Context: an optimization exercise on an open-source flow, tuned for small area, a short achievable clock period and few clock cycles per item. The choices shown serve that exercise and are no tape-out recipe. Function was checked by simulation only, so behaviour that the tests miss may differ from the original.

==> module gimli_permutation_core, before the edit <==
module gimli_permutation_core #(
  parameter int NUMBER_OF_ROUNDS = 24
) (
  input  logic         clk,
  input  logic         rst,
  input  logic [383:0] din_state,
  input  logic         din_valid,
  output logic         din_ready,
  output logic [383:0] dout_state,
  output logic         dout_valid,
  input  logic         dout_ready,
  output logic         busy
);
  localparam int K = 2;
  logic         r_run;     
  logic         r_done;    
  logic [4:0]   r_round;   
  logic [383:0] r_state;
  logic         w_take;
  logic         w_last;
  logic [4:0]   w_round_base;
  logic [K:0][383:0] w_blk;
  assign din_ready = !r_run && (!r_done || dout_ready);
  assign w_take    = din_valid && din_ready;
  assign w_last    = (r_round == 5'(K));
  assign w_round_base = (K % 4 == 0) ? {r_round[4:2], 2'b00} :
                        (K % 2 == 0) ? {r_round[4:1], 1'b0} : r_round;
  for (genvar j = 0; j < K; j++) begin : g_rnd
    gimli_round #(
      .STATIC_PHASE ((K % 4 == 0) || (K % 2 == 0 && j % 2 == 1)),
      .PHASE        ((4 - (j % 4)) % 4)
    ) u_round (
      .i_state (w_blk[j]),
      .i_round (w_round_base - 5'(j)),
      .o_state (w_blk[j+1])
    );
  end
  assign w_blk[0] = r_state;
  always_ff @(posedge clk) begin
    if (w_take)     r_state <= din_state;
    else if (r_run) r_state <= w_blk[K];
  end
  always_ff @(posedge clk or posedge rst) begin
    if (rst) begin
      r_run   <= 1'b0;
      r_done  <= 1'b0;
      r_round <= 5'(NUMBER_OF_ROUNDS);
    end else if (r_run) begin
      if (w_last) begin
        r_run   <= 1'b0;
        r_done  <= 1'b1;
        r_round <= 5'(NUMBER_OF_ROUNDS);
      end else begin
        r_round <= r_round - 5'(K);
      end
    end else if (w_take) begin
      r_run  <= 1'b1;
      r_done <= 1'b0;
    end else if (r_done && dout_ready) begin
      r_done <= 1'b0;
    end
  end
  assign busy       = r_run && !rst;
  assign dout_valid = r_done && !rst;
  assign dout_state = r_state;
endmodule
clock: 3.5 ns
lec_check: 0
cap_margin: 20
core_margin: 2
core_utilization: 60
place_density: 0.75
setup_slack_margin: 0.5
slew_margin: 20
standard.sh (not shown) runs the stock make flow with config.mk's settings and CLKGATE_MAP_FILE= SYNTH_SCRIPT=/design/flow/synth_recipe.tcl, a recipe that flattens the netlist after the stock synthesis.
==> flow/flow/run.sh <==
#!/bin/bash
# Own layout flow: the standard layout (standard.sh), with the port
# buffers made as sky130_fd_sc_hd__buf_1 instead of the delay buffer that
# buffer_ports picks by default. Every input and output port still gets its
# own buffer; the resizer may resize them like any other cell.
set -euo pipefail
export BUFFER_PORTS_ARGS="-buffer_cell sky130_fd_sc_hd__buf_1"
bash standard.sh finish > standard_flow.log 2>&1
Testbench counts at the start, summed over its fixed seeds: cycles 1,672, items 128.
Next try:
--- a/flow/design.v
+++ b/flow/design.v
@@ -91,8 +91,18 @@
     );
   end
-  assign w_blk[0] = r_state;
+  localparam int NSEL = 48;
+  logic [NSEL-1:0] r_sel;
+  always_ff @(posedge clk or posedge rst) begin
+    if (rst) begin
+      r_sel <= '0;
+    end else begin
+      for (int i = 0; i < NSEL; i++) r_sel[i] <= r_sel[i] ? !w_last : w_take;
+    end
+  end
+  for (genvar b = 0; b < 384; b++) begin : g_in
+    assign w_blk[0][b] = r_sel[(b * NSEL) / 384] ? r_state[b] : din_state[b];
+  end
   always_ff @(posedge clk) begin
-    if (w_take)     r_state <= din_state;
-    else if (r_run) r_state <= w_blk[K];
+    if (r_run || w_take) r_state <= w_blk[K];
   end
   always_ff @(posedge clk or posedge rst) begin
@@ -110,6 +120,11 @@
       end
     end else if (w_take) begin
-      r_run  <= 1'b1;
-      r_done <= 1'b0;
+      if (NUMBER_OF_ROUNDS == K) begin
+        r_done  <= 1'b1;
+      end else begin
+        r_run   <= 1'b1;
+        r_done  <= 1'b0;
+        r_round <= r_round - 5'(K);
+      end
     end else if (r_done && dout_ready) begin
       r_done <= 1'b0;
The new run produced a clean layout.
Worst hold slack gets better by 0.21 ns.
Fmax fell by 0.75%.
Via count goes up by 2.0%.
Wire length is about the same.
Non-clock buffer count climbs by 165.
Clock skew climbs by 0.0084 ns.
Clock-buffer cell count went up by 11.
Final cell count rose by 6.5%.
Final area increases by 11%.
Synthesized area rose by 7.3%.
Global-route usage is lower by 4.4 points.
Die area grows by 7.2%.
Testbench counts after the change, summed over its fixed seeds: cycles 1,544, items 128.

[afterwards: timing with drivers on the ports]
In the flow no input, the clock included, has a driving cell. The finished layouts below were timed again as built, in two steps.
Step 1: set_driving_cell puts a clkbuf_16 on clk and a buf_2 on each other input, an assumption about the parent block.
Step 2, shift: input delay + t, output delay - t, t = (earliest + latest rising clock arrival at the registers) / 2. This alone moves slack from input paths to output paths.
a / b / c = ideal / step 1 / step 2; a / b = the first two.
run | shift t [ns] | setup WS [ns] | slew at the worst register clock pin (ns)
the first run | 0.676 | 0.436 / 0.436 / 0.436 | 0.07 / 0.07
the second run | 0.679 | 0.412 / 0.412 / 0.231 | 0.07 / 0.07
After both steps every run listed still meets setup and hold. The setup slack of the second run, which loses most, moves by 0.000 ns with the drivers and by -0.181 ns with both steps.
